Background: an optimization exercise with open tools, aiming at small area and a short achievable clock period. Do not read the settings as production practice. The RTL was checked by simulation tests, not by an equivalence proof against the original design. Power and IR drop assume default switching activity.

## design/flow/config.mk

```make
export PLATFORM = sky130hd
export DESIGN_NAME = mips_reg_file
export DESIGN_NICKNAME = mips_reg_file
export VERILOG_FILES = /design/flow/design.v
export SDC_FILE = /design/flow/constraint.sdc
export NUM_CORES = 4
export LEC_CHECK = 0
export CAP_MARGIN = 20
export CORE_MARGIN = 2
export CORE_UTILIZATION = 25
export CTS_BUF_LIST = sky130_fd_sc_hd__clkbuf_16
export CTS_CLUSTER_DIAMETER = 100
export CTS_CLUSTER_SIZE = 16
export PLACE_DENSITY = 0.3
export SETUP_SLACK_MARGIN = 2.25
export SLEW_MARGIN = 20
export SYNTH_HIERARCHICAL = 1
```

## design/flow/constraint.sdc

```tcl
create_clock -name core_clock -period 7.0 [get_ports {clk}]
set_input_delay 1.4000 -clock core_clock [delete_from_list [all_inputs] [get_ports {clk}]]
set_output_delay 1.4000 -clock core_clock [all_outputs]
set_load 0.01 [all_outputs]
```

## design/flow/design.v

```verilog
package mips_reg_file_pkg;
  localparam int DATA_W   = 32;
  localparam int ADDR_W   = 5;
  localparam int DEPTH    = 1 << ADDR_W;
  localparam int CNT_W    = 16;
  localparam int REG_ZERO = 0;
  localparam int AT = 1;
  localparam int V0 = 2;
  localparam int A0 = 4;
  localparam int T0 = 8;
  localparam int T1 = 9;
  localparam int T2 = 10;
  localparam int S0 = 16;
  localparam int SP = 29;
  localparam int RA = 31;
endpackage
module mips_reg_file #(
  parameter int DATA_W = mips_reg_file_pkg::DATA_W,
  parameter int ADDR_W = mips_reg_file_pkg::ADDR_W
) (
  input  logic              clk,
  input  logic              rst_n,
  input  logic [ADDR_W-1:0] rs_addr,
  input  logic [ADDR_W-1:0] rt_addr,
  input  logic [ADDR_W-1:0] rd_addr,
  input  logic              wr_en,
  input  logic [DATA_W-1:0] wr_data,
  output logic [DATA_W-1:0] rs_data,
  output logic [DATA_W-1:0] rt_data,
  input  logic [ADDR_W-1:0] dbg_addr,
  output logic [DATA_W-1:0] dbg_data,
  output logic [15:0]       wr_count
);
  localparam int NREGS = 1 << ADDR_W;
  logic [DATA_W-1:0] regs  [1:NREGS-1];
  logic [NREGS-1:1]  valid;
  logic [NREGS-1:1]  we, we_n;
  logic [NREGS-1:1]  sel_rs, sel_rt, sel_dbg;
  logic [NREGS-1:1]  lo_rs, lo_rt;
  logic [3:0]        hi_rs, hi_rt;
  logic              wr_commit;
  assign wr_commit = wr_en && (rd_addr != '0);
  always_comb begin
    for (int g = 0; g < 4; g++) begin
      hi_rs[g] = (rs_addr[4:3] == 2'(g));
      hi_rt[g] = (rt_addr[4:3] == 2'(g));
    end
  end
  always_comb begin
    for (int i = 1; i < NREGS; i++) begin
      we[i]      = wr_en && (rd_addr == ADDR_W'(i));
      we_n[i]    = !we[i];
      sel_rs[i]  = valid[i] && (rs_addr  == ADDR_W'(i));
      sel_rt[i]  = valid[i] && (rt_addr  == ADDR_W'(i));
      lo_rs[i]   = valid[i] && (rs_addr[2:0] == 3'(i));
      lo_rt[i]   = valid[i] && (rt_addr[2:0] == 3'(i));
      sel_dbg[i] = valid[i] && (dbg_addr == ADDR_W'(i));
    end
  end
  logic [DATA_W-1:0] regs_d [1:NREGS-1];
  for (genvar i = 1; i < NREGS; i++) begin : g_hold
    for (genvar b = 0; b < DATA_W; b++) begin : g_bit
      mips_reg_file_hold u_hold (
        .we(we[i]), .we_n(we_n[i]), .d(wr_data[b]), .q(regs[i][b]), .y(regs_d[i][b])
      );
    end
  end
  always_ff @(posedge clk) begin
    for (int i = 1; i < NREGS; i++) begin
      regs[i] <= regs_d[i];
    end
  end
  always_ff @(posedge clk or negedge rst_n) begin
    if (!rst_n) begin
      valid <= '0;
    end else begin
      valid <= valid | we;
    end
  end
  logic [DATA_W-1:0] dbg_next;
  logic [NREGS-1:1]  col [DATA_W];
  always_comb begin
    for (int b = 0; b < DATA_W; b++) begin
      for (int i = 1; i < NREGS; i++) begin
        col[b][i] = regs[i][b];
      end
    end
  end
  for (genvar b = 0; b < DATA_W; b++) begin : g_bit
    mips_reg_file_sel2 u_rs  (.sel(lo_rs),  .hi(hi_rs), .d(col[b]), .y(rs_data[b]));
    mips_reg_file_sel2 u_rt  (.sel(lo_rt),  .hi(hi_rt), .d(col[b]), .y(rt_data[b]));
    mips_reg_file_sel  u_dbg (.sel(sel_dbg), .d(col[b]), .y(dbg_next[b]));
  end
  always_ff @(posedge clk or negedge rst_n) begin
    if (!rst_n) begin
      dbg_data <= '0;
    end else begin
      dbg_data <= dbg_next;
    end
  end
  always_ff @(posedge clk or negedge rst_n) begin
    if (!rst_n) begin
      wr_count <= '0;
    end else if (wr_commit) begin
      wr_count <= wr_count + 16'd1;
    end
  end
endmodule
module mips_reg_file_sel2 (
  input  logic [31:1] sel,
  input  logic [3:0]  hi,
  input  logic [31:1] d,
  output logic        y
);
  logic [3:0] g;
  mips_reg_file_or7 u_g0 (.s(sel[7:1]), .d(d[7:1]), .y(g[0]));
  mips_reg_file_or8 u_g1 (.s(sel[15:8]),  .d(d[15:8]),  .y(g[1]));
  mips_reg_file_or8 u_g2 (.s(sel[23:16]), .d(d[23:16]), .y(g[2]));
  mips_reg_file_or8 u_g3 (.s(sel[31:24]), .d(d[31:24]), .y(g[3]));
  mips_reg_file_mux4 u_mux (.g(g), .h(hi), .y(y));
endmodule
module mips_reg_file_or8 (
  input  logic [7:0] s,
  input  logic [7:0] d,
  output logic       y
);
  logic [1:0] t;
  mips_reg_file_aoi3 u_a (.s(s[2:0]), .d(d[2:0]), .y(t[0]));
  mips_reg_file_aoi3 u_b (.s(s[5:3]), .d(d[5:3]), .y(t[1]));
  assign y = ~(t[0] & t[1] & ~((s[6] & d[6]) | (s[7] & d[7])));
endmodule
module mips_reg_file_or7 (
  input  logic [6:0] s,
  input  logic [6:0] d,
  output logic       y
);
  logic [1:0] t;
  mips_reg_file_aoi3 u_a (.s(s[2:0]), .d(d[2:0]), .y(t[0]));
  mips_reg_file_aoi3 u_b (.s(s[5:3]), .d(d[5:3]), .y(t[1]));
  assign y = ~(t[0] & t[1] & ~(s[6] & d[6]));
endmodule
module mips_reg_file_mux4 (
  input  logic [3:0] g,
  input  logic [3:0] h,
  output logic       y
);
  assign y = |(g & h);
endmodule
module mips_reg_file_sel (
  input  logic [31:1] sel,
  input  logic [31:1] d,
  output logic        y
);
  logic [10:0] t;
  for (genvar g = 0; g < 10; g++) begin : g_grp
    mips_reg_file_aoi3 u_aoi (.s(sel[3*g+3:3*g+1]), .d(d[3*g+3:3*g+1]), .y(t[g]));
  end
  assign t[10] = ~(sel[31] & d[31]);
  mips_reg_file_nand11 u_nand (.t(t), .y(y));
endmodule
module mips_reg_file_aoi3 (
  input  logic [2:0] s,
  input  logic [2:0] d,
  output logic       y
);
  assign y = ~|(s & d);
endmodule
module mips_reg_file_nand11 (
  input  logic [10:0] t,
  output logic        y
);
  assign y = ~&t;
endmodule
module mips_reg_file_hold (
  input  logic we,
  input  logic we_n,
  input  logic d,
  input  logic q,
  output logic y
);
  assign y = (we & d) | (we_n & q);
endmodule
```

## design/flow/run.sh

```bash
#!/bin/bash
# synth_recipe.tcl (not shown) runs the flow's synth.tcl, then flattens the netlist and writes it again
# the make line also repeats each setting of config.mk as NAME=value (left out here)
make -C /OpenROAD-flow-scripts/flow DESIGN_CONFIG=/design/flow/config.mk WORK_HOME=/design/flow/orfs CLKGATE_MAP_FILE= SYNTH_SCRIPT=/design/flow/synth_recipe.tcl finish
```

==> key figures, run 1 <==
Outcome
  – Status: no timing/DRC/antenna violations

Power and ir drop
  – Final Power: 17.46 mW
  – Pwr Density: 295.8 mW/mm2
  – Pint: 11.04 mW
  – Clock share of power: 27.4%
  – Sequential fraction of design power: 51.8%
  – Peak supply drop: 0.1796 mV
  – Lkg Pwr: 23.98 nW
  – Sw Ratio: 36.81%
  – Gate power share: 20.9%
  – Psw: 6.427 mW

Timing
  – Setup WS post-layout: 1.792 ns
  – Relative slew slack: 18.30%
  – Setup TNS: 0 ns
  – Final setup fails: 0
  – Clock skew: 0.02672 ns
  – Minimum clock period: 5.208 ns
  – Period utilization: 74.40%
  – Fmax: 192.0 MHz
  – Least-Margin Pin Slew: 1.226 ns
  – Final hold viol count: 0
  – Pins over their slew limit: 0
  – RSZ-0062 raised after global routing: yes

Setup path
  – CP endpoint kind: flip-flop
  – Worst Setup EP: dbg_data[10]
  – CP Max Fanout: 20
  – RR Startpoint: valid[2]
  – Worst EP required: 7.61 ns
  – FF-to-FF End: dbg_data[10]
  – CP startpoint kind: input port
  – Crit Path Class: input port to flip-flop
  – Worst R2R Setup Slack: 3.07 ns
  – Origin of the worst setup path: dbg_addr[2]
  – R2R depth: 4
  – CP Data Arrival Time: 5.82 ns

Logic synthesis
  – Syn Std Cell Area: 0.04568 mm2
  – Cell count after synthesis: 4069
  – Avg Inst Size Synth: 11.23 um2
  – Synth warnings: 12
  – Synth cell types: 33
  – Yosys top cell area share: 43.48%
  – Register area share after synthesis: 47.80%
  – Cells taking the most area after synthesis: dfxtp_1 43%, a22o_1 19%, a222oi_1 18%, a22oi_1 5.3%, dfrtp_1 4.3%
  – Flop and latch count out of synthesis: 1071
  – Area leader, netlist: dfxtp_1
  – Mapped Nets: 4125

Die
  – Die Y: 431.5 um
  – # rows: 156
  – Core Footprint: 0.1811 mm2
  – Starting Density: 25.22%
  – Top Ports: 167
  – Die area: 0.1861 mm2
  – Die width: 431.5 um

Clocking
  – Clk sink count: 1071
  – Hold_buf cts: 0
  – Clock Tree Buf Depth: 3
  – CTS tree: yes
  – Reg clk slew, reported paths: 0.08 ns
  – Root buffer selected by CTS: clkbuf_16
  – Number of CTS-inserted buffers: 79
  – Worst-Skew Late Latency: 0.75 ns
  – CTS HTree Levels: 3

Cells and area
  – Fraction of layout cells with a size suffix above 1: 22.68%
  – Fin area: 0.05903 mm2
  – Filler cell count: 18370
  – Syn-to-layout area delta: 29.23%
  – Nets: 4812

Global routing
  – Grt total ovfl: 0
  – Antenna violations before repair: 50
  – Vias in the first global route: 46310
  – First-pass GRT wire length: 474300 um
  – Largest net degree at the start of global routing: 44
  – All-Layer GR Usage: 37.63%

Place
  – Pre-CTS WS: 0.4377 ns
  – I/O Buffers: 166
  – DP HPWL: 242900 um
  – Gp weighted congestion: 0.9112
  – Placement Cell Area: 0.05274 mm2

Routing
  – DRT iter0 DRCs: 13050
  – Vias/cell: 7.223
  – Via Count: 52070
  – Wire per inst: 51.20 um
  – Drc violations: 0
  – 1st-pass router iterations: 14
  – Antenna-violating nets left: 0
  – Routed WL: 369100 um

Run
  – Max_cap viols: 0

Min path
  – Min-Delay Path Class: flip-flop to flip-flop
-- synth_stat cells (all sizes together) --
library cell    n
a22o          992
buf             4
and2           49
nor2           23
xor2            6
a211oi          1
clkbuf          4
nand2b         31
nor3b           6
o41ai           1
a21boi          1
dfxtp         992
a222oi        832
or3            32
nand3         297
nor2b          10
inv            34
dfrtp          79
and4            1
a22oi         320
and3           52
or2             5
nor3            9
nor4            1
nand4          73
or2b            1
ha              1
and3b           3
nand2         200
xnor2           9
-- worst max-delay path: stages --
cell and delay (ns):
clkdlybuf4s50_1 0.71, nor2b_1 0.28, and3_2 0.56, a222oi_1 1.08, nand4_1 1.06, or3_1 0.68
-- power by group through the flow --
stage	Clock, mW	Combinational, mW	Sequential (mW)
global route	5.02	3.73	9.14
detailed placement	0	3.20	8.98
CTS	4.86	3.44	8.90
floorplan	0	1.60	8.34
global placement	0	3.17	9.05
finish	4.78	3.64	9.04
-- Yosys stat by module (local to each module, per instance), excerpt --
module / cell area, um2 / times used
mips_reg_file_mux4: 18.77 / 64
mips_reg_file_or8: 12.51 / 192
mips_reg_file_nand11: 23.77 / 32
mips_reg_file_hold: 8.758 / 992
mips_reg_file: 23620 / 1
mips_reg_file_sel: 3.754 / 32
mips_reg_file_aoi3: 10.01 / 832
mips_reg_file_or7: 8.758 / 64
-- cells in the final DEF, fill, tap and decap left out, types with 5 or more instances in the layout --
cell	synthesis	routed
and2_4	0	50
nor2_1	23	13
buf_6	0	67
inv_6	0	5
buf_8	0	10
clkdlybuf4s50_1	0	64
nor2b_1	10	6
a222oi_1	832	832
a22o_1	992	992
buf_16	0	11
nand3_2	0	138
dfrtp_1	79	79
a22oi_1	320	204
clkinv_1	0	15
dfxtp_1	992	992
xnor2_1	9	9
nor2_4	0	10
diode_2	0	51
nor3_1	9	7
clkbuf_16	0	84
nand4_1	73	73
and3_2	0	33
and3_4	0	23
nand2_4	0	5
buf_4	2	284
or3_1	32	32
nand2_2	0	53
nand2_1	200	142
buf_12	0	76
and2_2	0	5
nor2b_4	0	8
a22oi_2	0	116
inv_1	34	31
xor2_1	6	6
buf_2	2	72
inv_2	0	6
nand2b_1	31	31
nand3_1	297	158
-- how the worst min path moves through the flow --
| stage | startpoint | end | cells after the start |
|---|---|---|---|
| after floorplan | valid[26] | valid[26] | 1 |
| after global placement | wr_count[15] | wr_count[15] | 1 |
| after detailed placement | wr_count[15] | wr_count[15] | 1 |
| after CTS | wr_count[15] | wr_count[15] | 1 |
| after global routing | wr_count[13] | wr_count[13] | 1 |
| final | wr_count[15] | wr_count[15] | 1 |
-- registers in the layout, indices dropped and copies added, names as in the netlist --
register,cells
regs,992
dbg_data,32
valid,31
wr_count,16
-- cell families after synthesis --
logic type / Yosys count / synth area share, %
fa+ha+maj: 1 / 0.02739
buf+inv: 42 / 0.3670
simple gates: 793 / 8.875
flops: 1071 / 47.80
compound gates: 2147 / 42.64
xor+xnor: 15 / 0.2876
-- area by class of cell --
cell class                      count  area [um2]  area share [%]
Clock inverter                     32       221.5          0.3752
Timing Repair Buffer              592        5982           10.13
Inverter                           34       131.4          0.2226
Antenna cell                       51       127.6          0.2162
Multi-Input combinational cell   2978       25740           43.60
Clock buffer                       81        2027           3.434
Tap cell                         2370        2965           5.023
Sequential cell                  1071       21840           36.99
-- layer usage --
metal  share of wire, %  global-route usage (%)  up-vias  wire (um)
met1                 42                   51.30    26980     153300
met2                 41                   54.92     4064     152900
met4                4.3                   12.24       30      15780
met5              0.047                       0        -        175
li1                   -                       -    20330          -
met3                 13                   13.23      667      46960
-- through the flow --
step | util [%] | hold slack [ns] | std cells
floorplan | - | 0.4520 | 4069
global placement | 29.11 | 0.4599 | 6856
detailed placement | 29.11 | 0.4570 | 6858
CTS | 32.10 | 0.4783 | 7121
global route | 32.55 | 0.5228 | 7181
finish | 32.59 | 0.4750 | 7209
-- timing repair --
item	4_1_cts	5_1_grt
buffers inserted	121	34
resized for setup	733	91
endpoints found under the hold margin	0	0
pin swaps	494	203
cloned	29	3
setup endpoints to repair	66	68
==> run 2: changes to the inputs <==
--- a/design/flow/config.mk
+++ b/design/flow/config.mk
@@ -12,3 +12,3 @@
 export CTS_CLUSTER_DIAMETER = 100
-export CTS_CLUSTER_SIZE = 16
+export CTS_CLUSTER_SIZE = 20
 export PLACE_DENSITY = 0.3
==> key figures, run 2 <==
Logic synthesis
  – Largest family of logic cells by synthesized area: compound AO/OA/AOI/OAI gates
  – Area share of xor/xnor cells in the synthesized design: 0.2876%
  – Register area share after synthesis: 47.80%
  – Yosys top cell area share: 43.48%
  – Avg Inst Size Synth: 11.23 um2
  – Mux share of post-synthesis cell area: 0%
  – Complex-gate fraction of the synthesized area: 42.64%
  – Synth cell types: 33
  – Top cells by count, synth: 992 x a22o_1, 992 x dfxtp_1, 832 x a222oi_1, 320 x a22oi_1, 297 x nand3_1
  – Synth warnings: 12
  – Mapped Nets: 4125
  – Simple-Gate Fraction of Synth Area: 8.875%
  – Top FF cell, synth: dfxtp_1
  – Post-synth ARST share: 7.376%
  – Flop and latch count out of synthesis: 1071
  – Post-synth EDFFs: 0
  – Adder and majority gate portion of the synthesized area: 0.02739%
  – Cells taking the most area after synthesis: dfxtp_1 43%, a22o_1 19%, a222oi_1 18%, a22oi_1 5.3%, dfrtp_1 4.3%
  – Syn Std Cell Area: 0.04568 mm2
  – Area leader, netlist: dfxtp_1
  – Cell count after synthesis: 4069

Routing
  – Antenna-violating nets left: 0
  – Routed WL: 368100 um
  – Drc violations: 0
  – Via Count: 51950
  – 1st-pass router iterations: 17
  – Vias/cell: 7.211
  – Wire per inst: 51.09 um
  – DRT iter0 DRCs: 12930

Timing
  – Final setup fails: 0
  – Final hold viol count: 0
  – Setup WS post-layout: 1.842 ns
  – Fmax: 193.9 MHz
  – Minimum clock period: 5.158 ns
  – Pins over their slew limit: 0
  – Setup TNS: 0 ns
  – Relative slew slack: 18.76%
  – Period utilization: 73.68%
  – RSZ-0062 raised after global routing: yes
  – Clock skew: 0.03449 ns
  – Least-Margin Pin Slew: 1.219 ns

Setup path
  – R2R depth: 4
  – Worst R2R Setup Slack: 3.10 ns
  – CP Data Arrival Time: 5.77 ns
  – Worst EP required: 7.62 ns
  – RR Startpoint: valid[4]
  – CP Max Fanout: 20
  – CP startpoint kind: input port
  – CP endpoint kind: flip-flop
  – Crit Path Class: input port to flip-flop
  – FF-to-FF End: dbg_data[10]

Cells and area
  – Largest registers: regs x992, dbg_data x32, valid x31
  – Max reg flops: 992
  – Fraction of layout cells with a size suffix above 1: 22.39%
  – Top reg by flops: regs
  – Syn-to-layout area delta: 28.86%
  – Most frequent cells in the layout: 992 x a22o_1, 992 x dfxtp_1, 832 x a222oi_1
  – Fin area: 0.05886 mm2
  – Layout Cells excl Fill: 7204
  – Filler cell count: 18350
  – Nets: 4796

Die
  – Die Y: 431.5 um
  – Top Ports: 167
  – Starting Density: 25.22%
  – Core Footprint: 0.1811 mm2
  – Die width: 431.5 um
  – Die area: 0.1861 mm2
  – # rows: 156

Clocking
  – Clock Tree Buf Depth: 3
  – Worst-Skew Late Latency: 0.75 ns
  – Root buffer selected by CTS: clkbuf_16
  – CTS HTree Levels: 3
  – Clk sink count: 1071
  – Number of CTS-inserted buffers: 66
  – CTS tree: yes
  – Reg clk slew, reported paths: 0.09 ns

Min path
  – Min-Delay Path Class: flip-flop to flip-flop
  – HP Start: wr_count[15]
  – Hold Path End: wr_count[15]
  – Hold Crit Depth: 1

Power and ir drop
  – Pwr Density: 292.7 mW/mm2
  – Lkg Pwr: 23.88 nW
  – Peak supply drop: 0.1621 mV
  – Final Power: 17.23 mW

Place
  – DP HPWL: 242900 um
  – Gp weighted congestion: 0.9112
  – I/O Buffers: 166
  – Pre-CTS WS: 0.4377 ns
  – Placed cell count: 6858
  – Placement Cell Area: 0.05274 mm2

Global routing
  – Antenna violations before repair: 49
  – Vias in the first global route: 46130
  – First-pass GRT wire length: 472200 um
  – All-Layer GR Usage: 37.48%
  – Grt total ovfl: 0
  – Largest net degree at the start of global routing: 44

Outcome
  – Status: no timing/DRC/antenna violations

Run
  – Max_cap viols: 0
-- run 2: critical path, stage by stage --
cell             delay, ns
clkdlybuf4s50_1       0.62
nor2b_1               0.36
and3_2                0.57
a222oi_1              1.02
nand4_1               1.08
or3_1                 0.69
-- run 2: how the worst max path moves through the flow --
stage	to	slack [ns]	start	cells past startpoint
finish	dbg_data[10]	1.84	dbg_addr[0]	6
CTS	rt_data[28]	2.12	rt_addr[2]	8
global route	rt_data[7]	2.06	rt_addr[2]	9
floorplan	rs_data[0]	2.51	rs_addr[1]	7
detailed placement	rt_data[28]	0.44	rt_addr[2]	9
global placement	rt_data[10]	0.48	rt_addr[2]	9
-- run 2: per-layer routing --
layer  up-vias  GRT usage [%]  wire [um]
met4        32          11.46      15250
met2      4038          54.77     153400
met1     26950          50.94     153300
li1      20290              -          -
met5         -              0        288
met3       642          13.74      45860
-- run 2: what timing repair did --
action | CTS | global route
pin swaps | 475 | 190
resized for setup | 727 | 82
gates cloned | 28 | 7
setup buffers | 114 | 35
endpoints found under the setup margin | 66 | 69
hold buffers | 0 | 0
-- run 2: layout make-up --
type                            instances  area [um2]  share of cell area [%]
Multi-Input combinational cell       2979       25730                   43.71
Sequential cell                      1071       21840                   37.10
Timing Repair Buffer                  588        5995                   10.18
Tap cell                             2370        2965                   5.038
Clock buffer                           72        1802                   3.061
Clock inverter                         34       262.8                  0.4464
Antenna cell                           56       140.1                  0.2381
Inverter                               34       131.4                  0.2232
-- run 2: Yosys stat by module (local to each module, per instance), a selection --
module	times used	cell area [um2]
mips_reg_file	1	23620
mips_reg_file_aoi3	832	10.01
mips_reg_file_hold	992	8.758
mips_reg_file_mux4	64	18.77
mips_reg_file_nand11	32	23.77
mips_reg_file_or7	64	8.758
mips_reg_file_or8	192	12.51
mips_reg_file_sel	32	3.754
-- run 2: kinds of logic after synthesis --
logic type | Yosys count
AOI/OAI and AO/OA | 2147
DFF | 1071
and+or+nand+nor | 793
buffers and inverters | 42
xor gates and xnor gates | 15
adders and majority gates | 1
-- run 2: stage by stage --
step / util [%] / hold WS (ns)
6_report: 32.50 / 0.4761
5_1_grt: 32.46 / 0.5242
4_1_cts: 31.95 / 0.4787
3_5_place_dp: 29.11 / 0.4570
3_3_place_gp: 29.11 / 0.4599
2_1_floorplan: - / 0.4520
-- run 2: where the power goes --
group / internal [mW] / total (mW) / switching, mW
Sequential: 7.32 / 9.04 / 1.72
Combinational: 1.56 / 3.64 / 2.08
Clock: 2.02 / 4.55 / 2.53
Total: 10.9 / 17.2 / 6.34

port drivers added, routing unchanged:
In the flow no input, the clock included, has a driving cell. The finished layouts below were timed again as built, in two steps.
Step 1 sets driving cells, clkbuf_16 on the clock port and buf_2 on the other inputs (assumed; they add their load-dependent delay and slew).
Step 2 moves the port delays by t, midway between the first and last clock arrival at a register: inputs arrive t later, outputs are due t later. That takes back most of the time a late clock gives input paths.
a / b / c = ideal / step 1 / step 2; a / b = the first two.
run	t, ns	setup WS [ns]	latest minus earliest clock arrival (ns)	worst slew at a driven data input, ns	cell pins on the clock port's net
run 1	0.828	1.792 / 1.717 / 1.032	0.032 / 0.032	0.36	1
run 2	0.826	1.842 / 1.760 / 1.083	0.048 / 0.048	0.30	1
After both steps every run listed still meets setup and hold. The setup slack of run 1, which loses most, moves by -0.075 ns with the drivers and by -0.760 ns with both steps.
